From an optimization exercise on the open Yosys and OpenROAD flow, aimed at small area; shortcuts taken in it are not production practice.
In this exercise RTL edits were held to simulation tests only and were not proved equivalent to the original.
Power is estimated from default activity; no workload was simulated.

## flow/config.mk

```make
export PLATFORM = sky130hd
export DESIGN_NAME = reg_file_mp
export DESIGN_NICKNAME = reg_file_mp
export VERILOG_FILES = /design/flow/design.v
export SDC_FILE = /design/flow/constraint.sdc
export NUM_CORES = 4
export LEC_CHECK = 0
export CAP_MARGIN = 20
export CORE_MARGIN = 2
export CORE_UTILIZATION = 30
export PLACE_DENSITY = 0.5
export SLEW_MARGIN = 20
```

## flow/constraint.sdc

```tcl
create_clock -name core_clock -period 10.0 [get_ports {clk}]
set_input_delay 2.0000 -clock core_clock [delete_from_list [all_inputs] [get_ports {clk}]]
set_output_delay 2.0000 -clock core_clock [all_outputs]
set_load 0.01 [all_outputs]
```

## flow/design.v

```verilog
module reg_file_mp #(
  parameter int DATA_W   = 32,
  parameter int ADDR_W   = 5,
  parameter bit ZERO_REG = 1'b1,
  parameter bit BYPASS   = 1'b1
) (
  input  logic              clk,
  input  logic              rst_n,
  input  logic [ADDR_W-1:0] RA,
  input  logic [ADDR_W-1:0] RB,
  output logic [DATA_W-1:0] Bus_A,
  output logic [DATA_W-1:0] Bus_B,
  input  logic [ADDR_W-1:0] RW0,
  input  logic [ADDR_W-1:0] RW1,
  input  logic [DATA_W-1:0] Bus_W0,
  input  logic [DATA_W-1:0] Bus_W1,
  input  logic              reg_write0,
  input  logic              reg_write1,
  input  logic              clear_req,
  output logic              busy,
  output logic              ready
);
  localparam int DEPTH = 1 << ADDR_W;
  localparam logic [0:0] IDLE  = 1'b0;
  localparam logic [0:0] CLEAR = 1'b1;
  logic [0:0]        state_q, state_d;
  logic [ADDR_W-1:0] cnt_q, cnt_d;
  logic [DATA_W-1:0] mem_q [DEPTH];
  logic we0, we1;
  logic [DATA_W-1:0] rd_a, rd_b;
  assign busy  = (state_q == CLEAR);
  assign ready = ~busy;
  always_ff @(posedge clk or negedge rst_n) begin
    if (!rst_n) begin
      state_q <= CLEAR;
      cnt_q   <= '0;
    end else begin
      state_q <= state_d;
      cnt_q   <= cnt_d;
    end
  end
  always_comb begin
    state_d = state_q;
    cnt_d   = cnt_q;
    unique case (state_q)
      IDLE: begin
        if (clear_req) begin
          state_d = CLEAR;
          cnt_d   = '0;
        end
      end
      CLEAR: begin
        cnt_d = cnt_q + 1'b1;
        if (cnt_q == '1) state_d = IDLE;
      end
      default: state_d = IDLE;
    endcase
  end
  always_comb begin
    we0 = ready & reg_write0;
    we1 = ready & reg_write1;
    if (ZERO_REG && RW0 == '0) we0 = 1'b0;
    if (ZERO_REG && RW1 == '0) we1 = 1'b0;
    if (we1 && RW1 == RW0) we0 = 1'b0;
  end
  always_ff @(posedge clk) begin
    if (rst_n) begin
      if (busy) begin
        mem_q[cnt_q] <= '0;
      end else begin
        if (we0) mem_q[RW0] <= Bus_W0;
        if (we1) mem_q[RW1] <= Bus_W1;
      end
    end
  end
  always_comb begin
    rd_a = mem_q[RA];
    rd_b = mem_q[RB];
    if (BYPASS) begin
      if (we0 && RW0 == RA) rd_a = Bus_W0;
      if (we1 && RW1 == RA) rd_a = Bus_W1;
      if (we0 && RW0 == RB) rd_b = Bus_W0;
      if (we1 && RW1 == RB) rd_b = Bus_W1;
    end
    if (busy || (ZERO_REG && RA == '0)) rd_a = '0;
    if (busy || (ZERO_REG && RB == '0)) rd_b = '0;
  end
  assign Bus_A = rd_a;
  assign Bus_B = rd_b;
endmodule
```

## flow/run.sh

```bash
#!/bin/bash
# synth_recipe.tcl (not shown) runs the flow's synth.tcl, then flattens the netlist and writes it again
# the make line also repeats each setting of config.mk as NAME=value (left out here)
make -C /OpenROAD-flow-scripts/flow DESIGN_CONFIG=/design/flow/config.mk WORK_HOME=/design/flow/orfs CLKGATE_MAP_FILE= SYNTH_SCRIPT=/design/flow/synth_recipe.tcl finish
```

==> run summary <==
Worst setup path:
- Among all stages on the critical path, the largest delay is contributed by sky130_fd_sc_hd__or2_1.
- The cell that appears most often on the critical path is sky130_fd_sc_hd__clkdlybuf4s50_1.
- The critical path in this run is classified as input port to output pin.
- The worst register-to-register path begins at state_q$_DFF_PN1_.
- The depth of the critical timing path with buffers and inverters included is 8.
- The maximum net fanout on the critical path is 15.
- The critical path data arrival time is 6390 ps.
- The endpoint identified for the worst register-to-register timing path is mem_q[0][8]$_DFFE_PP_.
- The gate family responsible for the most delay along the worst path is compound AO/OA/AOI/OAI gates.
- The signal on the critical path passes through clkdlybuf4s50_1 > or2_1 > o31ai_4 > o311ai_4 > nor3_4 > a2111o_2 > o21ai_0 > clkdlybuf4s50_1.
- The depth of the worst register-to-register path is 8.
- STA classifies the critical path endpoint as an output pin.
- The worst setup path is launched from an input port.
- The worst setup path startpoint is RW1[3].
- For flop-to-flop paths, the worst setup slack is 5190 ps.
- The critical path capture point is Bus_B[9].
- For this run, the slowest stage of the critical path takes 800 ps.
- The endpoint required time on the critical path is 8000 ps.
- The number of buffers and inverters on the critical path is 2.

Yosys:
- Counting flops with a built-in enable in the synthesized netlist gives 1,024.
- After synthesis, the largest family of logic cells by area is multiplexers.
- After synthesis, the share of flip-flops with an asynchronous set or reset is 0.00583.
- The synthesized area divided by synthesized cell count is 10.9 µm².
- The share of the synthesized area in compound gates (AO/OA/AOI/OAI) is 0.169.
- The flip-flop cell with the highest count after synthesis is sky130_fd_sc_hd__edfxtp_1.
- Counting flops and latches in the post-synthesis netlist gives 1,030.
- The proportion of netlist area held by the largest area contributor is 0.510.
- The mux share of post-synthesis cell area is 0.184.
- Yosys mapped the design onto 49 distinct sky130hd cell types.
- The number of cells produced by synthesis is 5,546.
- The sequential cell area fraction in the yosys report is 0.513.
- When the netlist entered floorplanning its net count stood at 5,637.
- The fraction of synthesized cell area in xor and xnor cells is 0.00392.
- The synthesized-area fraction occupied by adder cells is 0.000415.
- The area share of and/or/nand/nor cells after synthesis is 0.0813.
- The number of warnings reported in the yosys synthesis log is 1.
- In this run the cell area of the synthesized design comes to 60,300 µm².
- Summed over all instances, the cell type with the most area after synthesis is sky130_fd_sc_hd__edfxtp_1.
- Yosys attributes the largest share of cell area to sky130_fd_sc_hd__edfxtp_1 (51%), sky130_fd_sc_hd__mux4_2 (10%), sky130_fd_sc_hd__mux2i_1 (8.3%).

Timing:
- In the finished design, the share of the clock period the worst path needs comes to 0.839.
- Across all setup checks in the final design, the least slack found is 1610 ps.
- The worst pin sits at a relative slew slack of 0.175.
- The final-report max-slew violation count is 0.
- Between clock sinks in the finished design, the worst skew comes to 27.5 ps.
- For the final routed database, the setup TNS stands at 0 ps.
- The total of endpoints with negative setup slack in the final report is 0.
- The slew at the pin closest to its max-slew limit is 1240 ps.
- The final hold slack is 609 ps.
- The final period demand of the worst path is 8390 ps.
- The hold violation count in the final report is 0.
- Setup repair after global routing left no endpoint under its margin.
- The achievable clock frequency is 0.119 GHz.

Clock network:
- The number of buffers added by the clock tree synthesis step is 121.
- After clock tree synthesis, the clock-pin slew on the worst setup and hold paths is 60 ps.
- The number of H-tree levels is 3.
- The number of cells upsized or downsized after cts is 0.
- TritonCTS built the clock tree.
- For the worst-skew pair, the clock arrives at the later sink with an insertion delay of 780 ps.
- The total clock sinks is 1,030.
- The tree is rooted in a sky130_fd_sc_hd__clkbuf_16.
- The number of buffers inserted by post-CTS setup repair is 0.
- The post-cts hold buffer count is 0.
- Counting along the longest clock path gives a buffer depth of 3.

Drt:
- The via total after detailed routing is 48,300.
- In this run, the number of DRC markers left after iteration 0 of detailed routing was 6,698.
- Dividing the detail-routed wire length by the instance count gives 33.0 µm.
- The post-route DRC violation count is 0.
- After detailed routing, the total wire length is 266,000 µm.
- The number of nets with antenna violations after detailed routing is 0.
- In the routed layout, each cell is associated on average with a via count of 5.99.
- The number of optimization iterations in the first detailed-route pass is 6.

Layout:
- The proportion of layout cells with a drive suffix above 1 is 0.132.
- The total of fill cells in the finished design is 19,600.
- The area growth from synthesis to layout is 13.4%.
- The final layout contains 5,384 nets.
- Leaving out fill and tap cells, the most frequent cell in the layout is sky130_fd_sc_hd__nand2_1.
- The post-route core utilization is 0.342.
- The top cell types in the final layout, fill and taps aside, are sky130_fd_sc_hd__nand2_1 (1,139), sky130_fd_sc_hd__edfxtp_1 (1,024), sky130_fd_sc_hd__o21ai_1 (934).

Floorplanning:
- In this run the vertical extent of the chip is 452 µm.
- 155 I/O pins were placed.
- The placeable core area is 200,000 µm².
- After floorplanning, the core was divided into 164 placement rows.
- The die width is 452 µm.
- The die covers 205,000 µm².
- For this configuration, the core starts out at a cell density of 0.302.

Power:
- In this run the power density over the cells is 168 nW/µm².
- The leakage power total is 0.0221 µW.
- The worst-case IR drop observed on VDD is 0.000151 V.

Global route:
- The first global-routing pass estimated 368,000 µm of wire.
- The number of global-route vias before repair is 45,900.
- The global-route congestion overflow total is 0.
- The number of antenna violations at the first check in global routing is 5.
- Entering global routing, the biggest net connects 105 pins.
- The global-route usage over all layers is 0.254.

Placed design:
- The placed wire-length estimate is 144,000 µm.
- Before CTS, the worst setup slack after placement is 1630 ps.
- In this run the tool buffered the top-level ports with 154 buffer cells.
- Routability-driven placement finished with a final weighted congestion of 0.844.

Worst hold path:
- The worst hold path begins at state_q$_DFF_PN1_.
- The worst min-delay path class is flip-flop to flip-flop.

Run status:
- The run finished with no timing, DRC or antenna violations.

Flow run:
- The max capacitance violation total is 0.
[per-layer routing]
metal  part of all wire  vias to the layer above  track usage
li1                   -                    20700            -
met1               0.40                    24100        0.347
met2               0.46                     2875        0.401
met3               0.10                      518       0.0456
met4              0.040                       10       0.0972
met5            0.00025                        -            0
[per-stage QoR]
stage               std cells  total power, µW  instance area (µm²)
global placement         7819             7150                64300
finish                   8055            11500                68300
CTS                      8051            11500                68300
global route             8052            11800                68300
floorplan                5546             6280                60300
detailed placement       7825             7180                64500
[worst min-delay path by stage]
stage / slack (ps) / endpoint / cells past startpoint
final: 610 / state_q$_DFF_PN1_ / 2
after global routing: 640 / state_q$_DFF_PN1_ / 2
after CTS: 610 / state_q$_DFF_PN1_ / 2
after detailed placement: 600 / state_q$_DFF_PN1_ / 2
after global placement: 600 / cnt_q[0]$_DFFE_PN0P_ / 2
after floorplan: 520 / state_q$_DFF_PN1_ / 2
[cells by family (layout without fill, tap and decap cells)]
kind of cell / Yosys count / count (layout)
other: 0 / 3
adder cells (fa/ha/maj): 2 / 2
AND/OR/NAND/NOR: 1256 / 1256
buffers and inverters: 731 / 581
XOR/XNOR: 27 / 27
flip-flops: 1030 / 1030
AO/OA/AOI/OAI: 1726 / 1726
multiplexers: 774 / 774
[layout make-up]
cell class / count / area [µm²] / area share
Timing Repair Buffer: 317 / 3020 / 0.0441
Tap cell: 2656 / 3320 / 0.0486
Inverter: 38 / 148 / 0.00216
Antenna cell: 3 / 7.51 / 0.000110
Sequential cell: 1030 / 30900 / 0.452
Clock inverter: 75 / 636 / 0.00930
Multi-Input combinational cell: 3785 / 27100 / 0.397
Clock buffer: 151 / 3160 / 0.0463
[cells in the mapped netlist, types with 2 or more instances]
| library cell | n |
|---|---|
| sky130_fd_sc_hd__o21bai_1 | 15 |
| sky130_fd_sc_hd__and2_1 | 8 |
| sky130_fd_sc_hd__xor2_1 | 11 |
| sky130_fd_sc_hd__inv_1 | 35 |
| sky130_fd_sc_hd__o22ai_1 | 80 |
| sky130_fd_sc_hd__o21ai_1 | 936 |
| sky130_fd_sc_hd__mux2_2 | 4 |
| sky130_fd_sc_hd__nand2_1 | 1160 |
| sky130_fd_sc_hd__clkbuf_1 | 480 |
| sky130_fd_sc_hd__edfxtp_1 | 1024 |
| sky130_fd_sc_hd__nor2_1 | 30 |
| sky130_fd_sc_hd__ha_1 | 2 |
| sky130_fd_sc_hd__xnor2_1 | 16 |
| sky130_fd_sc_hd__inv_2 | 2 |
| sky130_fd_sc_hd__or3_1 | 2 |
| sky130_fd_sc_hd__nand3_1 | 9 |
| sky130_fd_sc_hd__buf_4 | 8 |
| sky130_fd_sc_hd__nor3_1 | 7 |
| sky130_fd_sc_hd__nor4_1 | 2 |
| sky130_fd_sc_hd__a21oi_1 | 125 |
| sky130_fd_sc_hd__dfrtp_1 | 5 |
| sky130_fd_sc_hd__nor3b_1 | 6 |
| sky130_fd_sc_hd__nand3b_1 | 5 |
| sky130_fd_sc_hd__or2_2 | 3 |
| sky130_fd_sc_hd__a22oi_1 | 64 |
| sky130_fd_sc_hd__o221ai_1 | 310 |
| sky130_fd_sc_hd__nand2b_1 | 7 |
| sky130_fd_sc_hd__nor2b_1 | 3 |
| sky130_fd_sc_hd__mux4_2 | 268 |
| sky130_fd_sc_hd__buf_1 | 72 |
| sky130_fd_sc_hd__and3_1 | 6 |
| sky130_fd_sc_hd__nor3_2 | 3 |
| sky130_fd_sc_hd__nand2_2 | 2 |
| sky130_fd_sc_hd__mux2i_1 | 502 |
| sky130_fd_sc_hd__a2111o_1 | 2 |
| sky130_fd_sc_hd__buf_2 | 133 |
| sky130_fd_sc_hd__o21ai_0 | 187 |
[power breakdown]
part	total, µW	leakage (µW)	internal [µW]	switching [µW]
registers	5220	0.00894	5070	146
clock network	4380	0.00184	2440	1940
logic	1900	0.0113	621	1280
[worst min-delay path: cells and delay by family (launching register included)]
kind | cells | cell delay, ps
flops | 1 | 440
simple gates | 1 | 120
compound gates | 1 | 40
[state kept, by name, indices dropped and copies added (netlist names)]
register	count
state_q	1
mem_q	1024
cnt_q	5

-- re-timing with driven ports --
Ports are ideal in the flow. The routed layout listed here was re-timed in OpenROAD.
Step 1 (the two cells are an assumption about what drives the block):
set clk [get_ports {clk}]
set_driving_cell -lib_cell sky130_fd_sc_hd__clkbuf_16 $clk
set_driving_cell -lib_cell sky130_fd_sc_hd__buf_2 [delete_from_list [all_inputs] $clk]
Step 2 times the ports against the registers' clock, not the clock port: input delays grow and output delays shrink by t, the midpoint of the rising clock arrivals with the driver on.
Three values: ideal, step 1, step 2; two values: the first two.
t (ns): 0.845
setup WS [ns]: 1.613 / 1.574 / 1.574
hold slack, ns: 0.609 / 0.609 / 0.609
worst data-port slew with drivers (ns): 0.07
pins driven straight from the clock port: 1
After both steps this run still meets setup and hold. For this run, drivers alone change the setup slack by -0.039 ns; drivers and shift together by -0.039 ns.
